Source: an optimization exercise on an open RTL-to-GDS flow (aim: small area). Production flows keep margins and buffers that such runs may drop. Only simulation tests tie the RTL to the original design; equivalence was not proved.

==> 07-04: inputs <==
Design first_guess_mult, start of the top module:
module first_guess_mult
(
  input  logic              clk,
  input  logic              rst,
  input  logic              in_valid,
  input  logic              seed_sel,
  input  logic [31:0]       d_hi,
  input  logic [gs_div_pkg::W_OP-1:0]   a0,
  input  logic [gs_div_pkg::W_OP-1:0]   a1,
  input  logic [gs_div_pkg::W_F-1:0]    b,
  output logic [gs_div_pkg::W_F-1:0]    f_seed,
  output logic [gs_div_pkg::W_P-1:0]    c0,
  output logic [gs_div_pkg::W_P-1:0]    c1,
  output logic [gs_div_pkg::W_OP-1:0]   n_next,
  output logic [gs_div_pkg::W_OP-1:0]   d_next,
  output logic [gs_div_pkg::W_F-1:0]    f_next,
  output logic              out_valid
);
  logic [31:0] seed;
  logic [63:0] a0_r, a1_r;
  logic [32:0] f_r, fsel;
  logic [34:0] t_r, t_in;
  logic [31:0] f_seed_r;
  first_guess u_first_guess (
    .d_hi (d_hi),
    .seed (seed)
  );
  always_ff @(posedge clk) begin
    if (in_valid) begin
      a0_r <= a0;
      a1_r <= a1;
    end
  end
  always_ff @(posedge clk or posedge rst) begin
    if (rst) begin
      out_valid <= 1'b0;
      f_r       <= '0;
      t_r       <= '0;
      f_seed_r  <= '0;
    end else begin
      out_valid <= in_valid;
      if (in_valid) begin
        f_r      <= fsel;
        t_r      <= t_in;
        f_seed_r <= seed;
      end
    end
  end
  assign f_seed = {1'b0, f_seed_r};
  assign fsel = seed_sel ? {1'b0, seed} : b;
  gs_times3 u_times3 (.f(fsel), .t(t_in));
  logic [31:0] x1_0, x2_0, x3_0, x1_1, x2_1, x3_1;
  ...
==> flow/config.mk <==
export PLATFORM = sky130hd
export DESIGN_NAME = first_guess_mult
export DESIGN_NICKNAME = first_guess_mult
export VERILOG_FILES = /design/flow/design.v
export SDC_FILE = /design/flow/constraint.sdc
export NUM_CORES = 4
export LEC_CHECK = 0
export CAP_MARGIN = 20
export CELL_PAD_IN_SITES_DETAIL_PLACEMENT = 1
export CORE_MARGIN = 2
export CORE_UTILIZATION = 40
export PLACE_DENSITY = 0.42
export SLEW_MARGIN = 20
export SYNTH_HIERARCHICAL = 1
==> flow/constraint.sdc <==
create_clock -name core_clock -period 20.0 [get_ports {clk}]
set_input_delay 4.0000 -clock core_clock [delete_from_list [all_inputs] [get_ports {clk}]]
set_output_delay 4.0000 -clock core_clock [all_outputs]
set_load 0.01 [all_outputs]
standard.sh (not shown) runs the stock make flow with config.mk's settings and CLKGATE_MAP_FILE= SYNTH_SCRIPT=/design/flow/synth_recipe.tcl, a recipe that flattens the netlist after the stock synthesis.
==> flow/flow/run.sh <==
#!/bin/bash
# The standard layout (standard.sh: ORFS synthesis to final layout; the
# synthesis itself is unchanged), with two layout changes:
#  - before floorplanning, combinational cells that synthesis mapped above drive
#    strength 1 are set to drive strength 1 (flow/downsize.tcl); the flow's own
#    timing, slew and capacitance repair upsizes or buffers again where needed;
#  - the buffers ORFS puts on every input and output port are the smallest buffer
#    cell instead of the resizer's default choice.
# make's output goes to standard.log; each ORFS step keeps its own log under orfs/logs.
set -euo pipefail
export PRE_FLOORPLAN_TCL="$PWD/flow/downsize.tcl"
export BUFFER_PORTS_ARGS="-buffer_cell sky130_fd_sc_hd__buf_1"
bash standard.sh > standard.log 2>&1
==> flow/flow/downsize.tcl <==
# Gate sizing before floorplan: every combinational cell that synthesis mapped to
# a drive strength above 1 is set to its drive-1 variant (same function); the
# flow's timing and electrical repair resizes again wherever that is needed.
set n 0
foreach inst [get_cells *] {
  set m [get_property $inst ref_name]
  if {[regexp {^(sky130_fd_sc_hd__(a|o|n|x|mux|inv|and|or|buf|clkbuf|maj|ha|fa)\w*)_([2-9]|1[0-9])$} $m -> base]} {
    set lc [get_lib_cells ${base}_1]
    if {[llength $lc] == 1} {
      replace_cell $inst $lc
      incr n
    }
  }
}
puts "downsize: $n cells set to drive strength 1"
==> 04-07 (differences from 07-04) <==
==> flow/flow/run.sh (replaced) <==
#!/bin/bash
# The standard layout (standard.sh: ORFS synthesis to final layout; the
# synthesis itself is unchanged), with three layout changes:
#  - before floorplanning, combinational cells that synthesis mapped above drive
#    strength 1 are set to drive strength 1 (flow/downsize.tcl); the flow's own
#    timing and slew repair upsizes again where needed;
#  - the buffers ORFS puts on every input and output port are the smallest buffer
#    cell instead of the resizer's default choice;
#  - after global routing's timing repair, gates on paths with positive slack are
#    downsized (ORFS's power-recovery pass).
# make's output goes to standard.log; each ORFS step keeps its own log under orfs/logs.
set -euo pipefail
export PRE_FLOORPLAN_TCL="$PWD/flow/downsize.tcl"
export BUFFER_PORTS_ARGS="-buffer_cell sky130_fd_sc_hd__buf_1"
export RECOVER_POWER=100
bash standard.sh > standard.log 2>&1
==> qor summary <==
metric	04-07	07-04
Result of the run	failed layout checks	no timing/DRC/antenna violations
Reasons for failing layout checks	max-capacitance violations, max-slew violations	-
WP depth	30	36
Final cycle utilization of the critical path	0.931	0.911
Reg-to-reg slack, setup	17.20 ns	17.31 ns
Biggest cell delay along the critical path	1.07 ns	0.75 ns
Total number of vias	93300	93800
Combined area of the multi-input logic cells	81100 sq um	81100 sq um
Layout buffering overhead excluding clock cells	0.0551	0.0554
Minimum setup slack in the final design	1.38 ns	1.79 ns
Total wire length	537000 um	538000 um
Max_cap viols	9	0
Count of buffer and inverter cells on the critical path	4	3
DRC marker count from the first detailed-route iteration	13000	13000
Number of antenna violations at the first check in global routing	22	21
Normalized max-slew margin	-1.42	0.189
Post-layout instance area	98300 sq um	98400 sq um
Ratio of routed vias to standard cells	7.66	7.70
Crit path time final	18.62 ns	18.21 ns
Met1 Routed Length	195000 um	195000 um
Proportion of layout cells with a drive suffix above 1	0.0701	0.0716
Proportion of cell area spent on the clock network	0.0126	0.0126
Share of cell area taken by multi-input logic gates	0.825	0.824

[separate check: timing with driven ports]
In the flow no input, the clock included, has a driving cell. The finished layouts below were timed again as built, in two steps. Step 1 sets driving cells, clkbuf_16 on the clock port and buf_2 on the other inputs (assumed; they add their load-dependent delay and slew). Step 2 also shifts input and output timing later by t, the mid clock arrival at the registers, as if the neighbouring blocks saw the same clock. Three values: no drivers, after step 1, after step 2; two values: the first two.
| run | shift t [ns] | setup slack, ns | hold WS [ns] | worst setup path at the end |
|---|---|---|---|---|
| 07-04 | 0.801 | 1.788 / 1.689 / 2.490 | 0.484 / 0.484 / 0.484 | register to output |
| 04-07 | 0.800 | 1.378 / 1.279 / 1.699 | 0.484 / 0.484 / 0.484 | input to register |
